Context: an optimization exercise on an open-source flow, tuned for small area. The choices shown serve that exercise and are no tape-out recipe. Function was checked by simulation only, so behaviour that the tests miss may differ from the original. Power and IR drop assume default switching activity.

[flow/run.sh]
#!/bin/bash
# synth_recipe.tcl (not shown) runs the flow's synth.tcl, then flattens the netlist and writes it again
# the make line also repeats each setting of config.mk as NAME=value (left out here)
make -C /OpenROAD-flow-scripts/flow DESIGN_CONFIG=/design/flow/config.mk WORK_HOME=/design/flow/orfs CLKGATE_MAP_FILE= SYNTH_SCRIPT=/design/flow/synth_recipe.tcl finish
[flow/design.v]
package cpu_pmp_pkg;
    localparam logic [11:0] CSR_PMPCFG0  = 12'h3A0;
    localparam logic [11:0] CSR_PMPADDR0 = 12'h3B0;
    localparam int PMP_MAX_ENTRIES = 16;
    localparam logic [1:0] PMPCFG_A_OFF   = 2'd0;
    localparam logic [1:0] PMPCFG_A_TOR   = 2'd1;
    localparam logic [1:0] PMPCFG_A_NA4   = 2'd2;
    localparam logic [1:0] PMPCFG_A_NAPOT = 2'd3;
    localparam int CFG_L  = 7;
    localparam int CFG_A  = 3;
    localparam int CFG_X  = 2;
    localparam int CFG_W  = 1;
    localparam int CFG_R  = 0;
    function automatic logic [31:0] pmp_napot_mask(input logic [31:0] addr);
        pmp_napot_mask = ~(addr ^ (addr + 32'd1));
    endfunction
endpackage
module cpu_pmp_match #(
    parameter int ENTRIES = 16
) (
    input  logic [ENTRIES-1:0][7:0]  cfg,
    input  logic [ENTRIES-1:0][31:0] pmpaddr,
    input  logic [31:0]              addr,
    input  logic                     mmode,
    output logic [2:0]               rwx,
    output logic                     hit
);
    logic [31:0]        word;
    logic [ENTRIES-1:0] match;
    logic               unused_addr_bits;
    assign word             = {2'b00, addr[31:2]};
    assign unused_addr_bits = ^addr[1:0];
    for (genvar i = 0; i < ENTRIES; i++) begin : g_entry
        logic [31:0] lo;
        logic [1:0]  a;
        logic        tor_m;
        logic        na4_m;
        logic        napot_m;
        logic        unused_rsv;
        if (i == 0) begin : g_first
            assign lo = '0;
        end else begin : g_rest
            assign lo = pmpaddr[i-1];
        end
        assign a          = cfg[i][cpu_pmp_pkg::CFG_A +: 2];
        assign tor_m      = (word >= lo) && (word < pmpaddr[i]);
        assign na4_m      = (word == pmpaddr[i]);
        assign napot_m    = ((word ^ pmpaddr[i]) & cpu_pmp_pkg::pmp_napot_mask(pmpaddr[i])) == '0;
        assign unused_rsv = ^cfg[i][6:5];
        assign match[i] = ((a == cpu_pmp_pkg::PMPCFG_A_TOR)   && tor_m) ||
                          ((a == cpu_pmp_pkg::PMPCFG_A_NA4)   && na4_m) ||
                          ((a == cpu_pmp_pkg::PMPCFG_A_NAPOT) && napot_m);
    end
    always_comb begin
        hit = 1'b0;
        rwx = mmode ? 3'b111 : 3'b000;
        for (int i = ENTRIES - 1; i >= 0; i--) begin
            if (match[i]) begin
                hit = 1'b1;
                rwx = (cfg[i][cpu_pmp_pkg::CFG_L] || !mmode) ? cfg[i][2:0] : 3'b111;
            end
        end
    end
endmodule
module cpu_pmp #(
    parameter int                      ENTRIES      = 16,
    parameter int                      LOOKUP_PORTS = 2,
    parameter int                      LOOKUP_REG   = 0,
    parameter logic [ENTRIES*8-1:0]    RESET_CFG    = '0,
    parameter logic [ENTRIES*32-1:0]   RESET_ADDR   = '0
) (
    input  logic                          clk_i,
    input  logic                          rst_i,
    input  logic [11:0]                   read_addr_i,
    input  logic                          read_enable_i,
    output logic [31:0]                   read_data_o,
    input  logic [11:0]                   write_addr_i,
    input  logic [31:0]                   write_data_i,
    input  logic                          write_enable_i,
    input  logic [LOOKUP_PORTS*32-1:0]    lookup_addr_i,
    input  logic [LOOKUP_PORTS-1:0]       lookup_mmode_i,
    output logic [LOOKUP_PORTS*3-1:0]     lookup_rwx_o,
    output logic [LOOKUP_PORTS-1:0]       lookup_hit_o
);
    logic [ENTRIES-1:0][7:0]  cfg_q;
    logic [ENTRIES-1:0][31:0] addr_q;
    logic [11:0]        rd_cfg_off;
    logic [11:0]        rd_addr_off;
    logic [11:0]        wr_cfg_off;
    logic [11:0]        wr_addr_off;
    logic               rd_cfg_hit;
    logic               rd_addr_hit;
    logic               wr_cfg_hit;
    logic               wr_addr_hit;
    logic [31:0]        rd_data;
    logic [ENTRIES-1:0] tor_lock;
    function automatic logic [7:0] cfg_legalize(input logic [7:0] b);
        cfg_legalize = {b[7], 2'b00, b[4:2], b[1] & b[0], b[0]};
    endfunction
    assign rd_cfg_off  = read_addr_i  - cpu_pmp_pkg::CSR_PMPCFG0;
    assign rd_addr_off = read_addr_i  - cpu_pmp_pkg::CSR_PMPADDR0;
    assign wr_cfg_off  = write_addr_i - cpu_pmp_pkg::CSR_PMPCFG0;
    assign wr_addr_off = write_addr_i - cpu_pmp_pkg::CSR_PMPADDR0;
    assign rd_cfg_hit  = rd_cfg_off  < 12'(ENTRIES / 4);
    assign rd_addr_hit = rd_addr_off < 12'(ENTRIES);
    assign wr_cfg_hit  = wr_cfg_off  < 12'(ENTRIES / 4);
    assign wr_addr_hit = wr_addr_off < 12'(ENTRIES);
    always_comb begin
        rd_data = '0;
        for (int i = 0; i < ENTRIES; i++) begin
            if (rd_cfg_hit && rd_cfg_off == 12'(i / 4))
                rd_data[8*(i%4) +: 8] = cfg_q[i];
            if (rd_addr_hit && rd_addr_off == 12'(i))
                rd_data = addr_q[i];
        end
    end
    always_comb begin
        tor_lock = '0;
        for (int i = 0; i < ENTRIES - 1; i++)
            tor_lock[i] = cfg_q[i+1][cpu_pmp_pkg::CFG_L] && (cfg_q[i+1][cpu_pmp_pkg::CFG_A +: 2] == cpu_pmp_pkg::PMPCFG_A_TOR);
    end
    always_ff @(posedge clk_i or posedge rst_i) begin
        if (rst_i) begin
            for (int i = 0; i < ENTRIES; i++) begin
                cfg_q[i]  <= RESET_CFG[8*i +: 8];
                addr_q[i] <= RESET_ADDR[32*i +: 32];
            end
            read_data_o <= '0;
        end else begin
            read_data_o <= read_enable_i ? rd_data : '0;
            if (write_enable_i) begin
                for (int i = 0; i < ENTRIES; i++) begin
                    if (wr_cfg_hit && wr_cfg_off == 12'(i / 4) && !cfg_q[i][cpu_pmp_pkg::CFG_L])
                        cfg_q[i] <= cfg_legalize(write_data_i[8*(i%4) +: 8]);
                    if (wr_addr_hit && wr_addr_off == 12'(i) &&
                        !cfg_q[i][cpu_pmp_pkg::CFG_L] && !tor_lock[i])
                        addr_q[i] <= write_data_i;
                end
            end
        end
    end
    for (genvar p = 0; p < LOOKUP_PORTS; p++) begin : g_port
        logic [2:0] rwx_p0;
        logic       hit_p0;
        cpu_pmp_match #(
            .ENTRIES (ENTRIES)
        ) u_match (
            .cfg     (cfg_q),
            .pmpaddr (addr_q),
            .addr    (lookup_addr_i[32*p +: 32]),
            .mmode   (lookup_mmode_i[p]),
            .rwx     (rwx_p0),
            .hit     (hit_p0)
        );
        if (LOOKUP_REG != 0) begin : g_reg
            logic [2:0] rwx_p1;
            logic       hit_p1;
            always_ff @(posedge clk_i or posedge rst_i) begin
                if (rst_i) begin
                    rwx_p1 <= 3'b000;
                    hit_p1 <= 1'b0;
                end else begin
                    rwx_p1 <= rwx_p0;
                    hit_p1 <= hit_p0;
                end
            end
            assign lookup_rwx_o[3*p +: 3] = rwx_p1;
            assign lookup_hit_o[p] = hit_p1;
        end else begin : g_comb
            assign lookup_rwx_o[3*p +: 3] = rwx_p0;
            assign lookup_hit_o[p] = hit_p0;
        end
    end
endmodule
[flow/config.mk]
export PLATFORM = sky130hd
export DESIGN_NAME = cpu_pmp
export DESIGN_NICKNAME = cpu_pmp
export VERILOG_FILES = /design/flow/design.v
export SDC_FILE = /design/flow/constraint.sdc
export NUM_CORES = 4
export LEC_CHECK = 0
export CAP_MARGIN = 20
export CORE_MARGIN = 2
export CORE_UTILIZATION = 30
export SLEW_MARGIN = 20
[flow/constraint.sdc]
create_clock -name core_clock -period 11.0 [get_ports {clk_i}]
set_input_delay 2.2000 -clock core_clock [delete_from_list [all_inputs] [get_ports {clk_i}]]
set_output_delay 2.2000 -clock core_clock [all_outputs]
set_load 0.01 [all_outputs]
==> load_flow_metrics.sql <==
INSERT INTO impl_metrics (metric_group, metric, value, unit) VALUES
('status', 'outcome', 'no timing/DRC/antenna violations', ''),
('die', 'design.die.area', '220000', 'um2'),
('synthesis', 'yosysTopAreaCellShare', '0.247', ''),
('placement', 'final_replace_weighted_congestion', '1.07', ''),
('synthesis', 'mux_cell_area_share_after_synthesis', '0.0440', ''),
('sta', 'timing_hold_violations_final', '0', ''),
('sta', 'clock_skew', '0.0491', 'ns'),
('setup_path', 'cpPeakStageDelay', '1.03', 'ns'),
('synthesis', 'synth.largest_area_cell', 'dfrtp_1', ''),
('clock_network', 'cts_inserted_buffers', '92', ''),
('detailed_routing', 'post_drt_wl_per_cell', '42.9', 'um'),
('setup_path', 'timing.critical_path.fanout_max', '9', ''),
('clock_network', 'numClockSinks', '640', ''),
('synthesis', 'synth_edf_count', '0', ''),
('hold_path', 'worst_hold_path_type', 'reg2reg', ''),
('detailed_routing', 'drc', '0', ''),
('synthesis', 'post_synth_and_or_nand_nor_area_fraction', '0.210', ''),
('detailed_routing', 'wl', '482000', 'um'),
('clock_network', 'cts_repair_resize_count', '0', ''),
('power_and_ir_drop', 'internal_power', '4.60', 'mW'),
('clock_network', 'clkSlewWorstSetupHoldPaths', '0.05', 'ns'),
('synthesis', 'synth.yosys.warnings', '2', ''),
('die', 'std_cell_rows', '170', ''),
('clock_network', 'cts_root_buffer', 'clkbuf_16', ''),
('die', 'num_io_pins', '166', ''),
('synthesis', 'synth_area_per_cell', '8.05', 'um2'),
('synthesis', 'yosys_most_used_dff', 'dfrtp_1', ''),
('setup_path', 'cp-start-kind', 'input pin', ''),
('placement', 'post-place-cells', '11013', ''),
('synthesis', 'post_synth_main_area_contributors', 'dfrtp_1, ha_1, o21ai_0, nand2_1, a21oi_1', ''),
('setup_path', 'cp_slowest_cell', 'a211oi_1', ''),
('power_and_ir_drop', 'clock_network_fraction_of_design_power', '0.466', ''),
('clock_network', 'cts_max_path_buffers', '3', ''),
('flow_run', 'cap_violations', '0', ''),
('synthesis', 'ys_seq_area_frac', '0.247', ''),
('placement', 'placement.io_buffers', '161', ''),
('placement', 'detailedPlacementHpwl', '364000', 'um'),
('grt', 'first_global_vias', '70636', ''),
('sta', 'final_min_period_over_clock_period', '0.932', ''),
('hold_path', 'timing.hold.worst.start', 'addr_q[404]$_DFFE_PP0P_', ''),
('power_and_ir_drop', 'comb_power_share', '0.196', ''),
('synthesis', 'synth_compound_area_frac', '0.258', ''),
('placement', 'preCtsSetupSlack', '1.06', 'ns'),
('sta', 'worst_slew_margin_rel', '0.0802', ''),
('die', 'die_width', '469', 'um'),
('setup_path', 'cp_num_buf_inv', '4', ''),
('setup_path', 'critical_path.startpoint', 'lookup_addr_i[51]', ''),
('sta', 'timing.fmax', '0.0975', 'GHz'),
('detailed_routing', 'vias', '77252', ''),
('synthesis', 'mappedNetlistNets', '9152', ''),
('synthesis', 'ys_async_sr_fraction', '1.00', ''),
('detailed_routing', 'post_detailed_route_via_to_cell_ratio', '6.87', ''),
('die', 'chipHeight', '469', 'um'),
('sta', 'finalSetupTns', '0', 'ns'),
('clock_network', 'cts_hold_buf', '0', ''),
('power_and_ir_drop', 'cellLeakagePower', '33.6', 'nW'),
('grt', 'globalRoute.totalOverflow', '0', ''),
('grt', 'maximum_number_of_pins_on_one_net_before_global_route_repair', '133', ''),
('power_and_ir_drop', 'net_switching_share_of_the_total_power', '0.348', ''),
('die', 'core_area', '215000', 'um2'),
('setup_path', 'critPathTopFamily', 'compound AO/OA/AOI/OAI gates', ''),
('cells_and_area', 'final_standard_cell_count_with_taps_included_and_fillers_excluded', '11245', ''),
('clock_network', 'cts_post_setup_buffers_inserted', '0', ''),
('detailed_routing', 'firstDrtPassIters', '9', ''),
('power_and_ir_drop', 'vdd_drop_max', '0.123', 'mV'),
('setup_path', 'critical-path-top-cell-by-count', 'a211oi_1', ''),
('synthesis', 'synthAdderAreaFrac', '0.190', ''),
('sta', 'grt_setup_unrepaired', 'false', ''),
('cells_and_area', 'nets', '9377', ''),
('sta', 'timing_worst_slew_pin_value', '1.37', 'ns'),
('setup_path', 'worst_ep_arrival_time', '8.06', 'ns');
worst paths after layout:
kind / cells past startpoint / endpoint / slack, ns
min reg2reg: 1 / addr_q[404]$_DFFE_PP0P_ / 0.53
max: 16 / lookup_rwx_o[4] / 0.74
max in group asynchronous: 5 / addr_q[482]$_DFFE_PP0P_ / 7.09
min: 1 / addr_q[404]$_DFFE_PP0P_ / 0.53
min in group asynchronous: 3 / addr_q[241]$_DFFE_PP0P_ / 1.97
max reg2reg: 7 / read_data_o[19]$_DFF_PP0_ / 6.63
per-layer routing:
metal  vias up  track usage  wire, um
met5         -            0        91
met4        12        0.304     39100
met3      1237        0.123     56700
met2      5751        0.594    194000
met1     38656        0.555    192000
li1      31596            -         -
area by class of cell:
class,instances,area [um2],share of cell area
flip-flops and latches,640,16000,0.216
diodes,66,165,0.00223
clock inverters,47,588,0.00793
repair buffers,421,3510,0.0474
clock buffers,119,2510,0.0339
inverters,581,2180,0.0295
well taps,2838,3550,0.0479
multi-input cells,6533,45600,0.615
stage by stage:
stage / power [mW] / util
after floorplan: 2.95 / -
after global placement: 3.73 / 0.330
after detailed placement: 3.73 / 0.330
after CTS: 6.98 / 0.345
after global routing: 7.14 / 0.345
final: 7.05 / 0.346
registers in the layout, indices dropped and copies added (netlist names):
signal	cells
read_data_o	32
cfg_q	96
addr_q	512
kinds of logic (layout without fill, tap and decap cells):
| logic type | Yosys count | after routing |
|---|---|---|
| xor+xnor | 6 | 6 |
| buf+inv | 871 | 1168 |
| fa+ha+maj | 982 | 982 |
| simple gates | 2695 | 2695 |
| compound gates | 2614 | 2614 |
| flops | 640 | 640 |
| other cells | 0 | 66 |
| mux | 236 | 236 |
synth_stat cells, types with 144 or more instances:
library cell / n
a21oi_1: 620
a31oi_1: 188
clkbuf_1: 259
dfrtp_1: 640
ha_1: 982
inv_1: 580
mux2_2: 187
nand2_1: 833
nand3_1: 245
nand4_1: 274
nor2_1: 454
nor3_1: 211
nor4_1: 231
o21ai_0: 714
o22ai_1: 144
power by group through the flow:
stage | clock network (mW) | logic (mW) | registers, mW
floorplan | 0 | 0.534 | 2.42
global placement | 0 | 1.31 | 2.42
detailed placement | 0 | 1.31 | 2.42
CTS | 3.29 | 1.31 | 2.38
global route | 3.36 | 1.40 | 2.38
finish | 3.28 | 1.38 | 2.38
worst reg2reg max path, cell delays in order, from the launching register on:
cell and delay, ns:
dfrtp_1 0.61, mux4_2 0.69, a222oi_1 0.93, a31oi_1 0.61
o22ai_1 0.47, a21oi_1 0.31, o221ai_1 0.31, a21boi_0 0.25
placed cells by master (no fill, tap or decap), types with 29 or more instances in the layout:
master           instances
nand2b_1                37
dfrtp_1                640
o2111ai_1               43
a2111oi_0               46
o211ai_1                77
buf_2                   68
a41oi_1                 71
nor4_1                 217
o31ai_1                 30
a222oi_1                29
mux2_2                 187
nor2_1                 451
mux2i_1                 29
clkdlybuf4s50_1         72
o21ai_0                714
o21a_1                  36
and4_1                  50
a22oi_1                 49
inv_1                  577
ha_1                   982
a221oi_1                48
buf_4                  253
clkbuf_16               92
or4_1                   43
a21o_1                 102
a21oi_1                620
a211oi_1                77
a31oi_1                188
and3_1                  79
diode_2                 66
o221ai_1                75
and2_1                  33
nand4_1                274
nor3_1                 209
nand2_1                833
o22ai_1                144
nor2b_1                 50
nand3_1                245

==> afterwards: timing with drivers on the ports <==
The results above use ideal ports. As a check the final layout listed here was re-extracted and re-timed, cells and wires unchanged.
Step 1 assumes that a clkbuf_16 drives the clock port and a buf_2 every other input.
Step 2 also shifts input and output timing later by t, the mid clock arrival at the registers, as if the neighbouring blocks saw the same clock.
Slacks: no drivers / after step 1 / after step 2; pairs: no drivers / after step 1.
t (ns): 0.883
setup WS [ns]: 0.744 / 0.716 / 0.716
worst hold slack (ns): 0.526 / 0.526 / 0.526
worst setup path at the end: input to output
slew at the worst register clock pin (ns): 0.07 / 0.07
After both steps this run still meets setup and hold. For this run, drivers alone change the setup slack by -0.028 ns; drivers and shift together by -0.028 ns.
